Background: an optimization exercise with open tools, aiming at small area, a short achievable clock period and few clock cycles per item. Do not read the settings as production practice.
Function was checked by simulation only, so behaviour that the tests miss may differ from the original.
Power figures rest on the tool's default switching activity, not on a simulated workload.

// bark_difference_hash_bits_core
module bark_difference_hash_bits_core #(
    parameter int NUM_BANDS    = 33,
    parameter int ENERGY_WIDTH = 32
) (
    input  logic                          aclk,
    input  logic                          aresetn,
    input  logic                          cfg_valid,
    output logic                          cfg_ready,
    input  bdh_pkg::cfg_idx_t             cfg_index,
    input  logic [bdh_pkg::CFG_DATA_W-1:0] cfg_data,
    input  logic                          s_tvalid,
    output logic                          s_tready,
    input  logic [bdh_pkg::S_TDATA_W-1:0] s_tdata,    
    input  logic [0:0]                    s_tuser,    
    output logic                          m_tvalid,
    input  logic                          m_tready,
    output logic [bdh_pkg::M_TDATA_W-1:0] m_tdata,
    output logic [0:0]                    m_tuser,    
    output logic                          m_tlast     
);
Size in the first run: ~3000 flip-flops, roughly 130 I/O pins, about 140000 um2 of cells after synthesis.
Settings: LEC_CHECK=0, CAP_MARGIN=20, CORE_MARGIN=2, CORE_UTILIZATION=45, CTS_BUF_LIST=sky130_fd_sc_hd__clkbuf_8, CTS_CLUSTER_DIAMETER=50, CTS_CLUSTER_SIZE=16, SETUP_SLACK_MARGIN=5, SLEW_MARGIN=20; clock period 9.0 ns.
standard.sh (not shown) runs the stock make flow with config.mk's settings and CLKGATE_MAP_FILE= SYNTH_SCRIPT=/design/flow/synth_recipe.tcl, a recipe that flattens the netlist after the stock synthesis.
==> flow/flow/run.sh <==
#!/bin/bash
set -euo pipefail
sed -e 's/SETUP_SLACK_MARGIN=[0-9.]*/SETUP_SLACK_MARGIN=5.8/' standard.sh > standard_margin.sh
grep -q 'SETUP_SLACK_MARGIN=5.8' standard_margin.sh
bash standard_margin.sh > standard_flow.log 2>&1
Testbench counts at the start, summed over its fixed seeds: cycles 7,800, frames 192.
Change:
--- a/flow/design.v
+++ b/flow/design.v
@@ -115,17 +115,18 @@
     logic step_reg, mv_reg, ins_reg, in_take_reg;
     logic rst_d_reg;                     
     logic step, mv, ins, in_take;
     assign step    = step_reg && !rst_d_reg;
     assign mv      = mv_reg && !rst_d_reg;
     assign ins     = ins_reg && !rst_d_reg;
     assign in_take = in_take_reg && !rst_d_reg;
     assign cfg_ready = 1'b1;
-    assign s_tready  = !in_v_reg || in_take;
+    logic s_tready_reg;                  
+    assign s_tready  = s_tready_reg;
     logic in_v_n, st_v_n, fc_n, active_n, m_valid_n, q_valid_n, rank0_n, zero_n, band0_n;
     logic step_n, ins_ok_n;
     always_comb begin
         in_v_n    = (s_tvalid && s_tready) || (in_v_reg && !in_take);
         st_v_n    = (in_take && !band0_reg) || (st_v_reg && !ins);
         fc_n      = ins && (st_idx_reg == 5'd31);
         active_n  = fc_reg || (active_reg && !(step && (zero_reg || left_reg == 6'd1)));
         if (!m_valid_reg || m_tready) begin
@@ -191,17 +192,17 @@
     logic [NP-1:0] add_at;               
     always_comb begin
         add_at = '0;
         add_at[NP-1] = !moved_reg;
         add_at[NP-2] = moved_reg;
     end
     logic [NP-1:0] cand, win, incl;
     always_comb begin
-        cand = sc & mask_reg;
+        cand = sc;
         incl = cand;
         for (int l = 0; l < 5; l++)
             for (int j = 0; j < NP; j++)
                 if ((j >> l) & 1) incl[j] = incl[j] | incl[((j >> l) << l) - 1];
         win[0] = cand[0];
         for (int j = 1; j < NP; j++) win[j] = cand[j] && !incl[j-1];
     end
     logic [4:0] win_idx;
@@ -209,16 +210,17 @@
         win_idx = '0;
         for (int j = 0; j < NP; j++) win_idx = win_idx | (win[j] ? sx[j] : 5'd0);
     end
     logic [NP-1:0] cnext;
     always_comb begin
         for (int j = 0; j < NP; j++)
             cnext[j] = si[j] ? (sk[j] <= rank_reg) : (sk[j] <= rank1_reg);
         if (pend_reg) cnext[NP-1] = z_reg || one_reg;
+        cnext = cnext & mask_reg;
     end
     always_ff @(posedge aclk) begin
         if (s_tvalid && s_tready) begin
             in_e_reg <= s_tdata;
             in_u_reg <= s_tuser[0];
         end
         if (in_take) begin
             prev_e_reg <= in_e_reg;
@@ -257,16 +259,17 @@
         if (ins) begin
             sk[NP-1] <= 5'd0;
             sx[NP-1] <= st_idx_reg;
         end else begin
             sk[NP-1] <= sk[NP-1] + (add_at[NP-1] ? ksum : 5'd0);
         end
         si[NP-1] <= 1'b0;
         if (fc_reg) sc[NP-1] <= (pl_reg == '0);
+        else if (ins || mv) sc[NP-1] <= 1'b0;
         pl_reg    <= ins ? lt : '0;
         h0_reg    <= h0;
         h1_reg    <= h1;
         moved_reg <= ins;
         if (fc_reg) begin
             z_reg   <= (pl_reg == '0);
             one_reg <= pl_one;
         end
@@ -304,16 +307,17 @@
         end
         pend_reg <= fc_reg;
         dsel_reg <= dsel_n;
         rst_d_reg <= !aresetn;
         step_reg    <= step_n;
         mv_reg      <= step_n && !zero_n;
         ins_reg     <= st_v_n && ins_ok_n;
         in_take_reg <= in_v_n && (band0_n || !st_v_n || ins_ok_n);
+        s_tready_reg <= !aresetn || !in_v_n || (band0_n || !st_v_n || ins_ok_n);
         if (fc_reg) begin
             rank_reg  <= 5'd0;
             rank1_reg <= 5'd1;
             rank0_reg <= 1'b1;
             left_reg  <= (toggle_cnt_reg > 6'd32) ? 6'd32 : toggle_cnt_reg;
             zero_reg  <= (toggle_cnt_reg == 6'd0);
             mask_reg  <= '1;
         end
=> The new run passed the timing, design-rule and antenna checks. Synthesized area hardly moves. Wire length grows by 3.2%. Maximum frequency goes up by 4.8%. Combinational power drops by about 4%. Sequential share of layout area falls by 0.47 points. Setup slack improved by 0.18 ns. Global-route usage rises by 0.64 points. Power went up by 1.1%. Final area goes up by 0.91%. Worst hold slack gets better by 0.0082 ns.
Testbench counts after the change, summed over its fixed seeds: cycles 7,800, frames 192.

[separate check: timing with driven ports]
The results above use ideal ports. As a check the final layouts listed here were re-extracted and re-timed, cells and wires unchanged.
Step 1, drivers: a clkbuf_16 drives aclk and a buf_2 each remaining input, both assumed.
Step 2 adds t to the input delays and takes it off the output delays; t is the mean of the earliest and latest rising clock arrival at the registers after step 1. Input paths then give back, and output paths get back, about the clock's delay inside the block.
Slacks: ideal ports / drivers / drivers and shift; pairs: ideal ports / drivers.
run	t, ns	setup slack, ns	worst setup path after step 2	clock arrival spread, ns	worst slew at a driven data input, ns
the first run	1.129	5.185 / 5.087 / 5.191	input to register	0.158 / 0.158	0.07
the second run	1.157	5.361 / 5.266 / 4.849	input to register	0.153 / 0.152	0.05
After both steps every run listed still meets setup and hold. The setup slack of the second run, which loses most, moves by -0.095 ns with the drivers and by -0.512 ns with both steps.
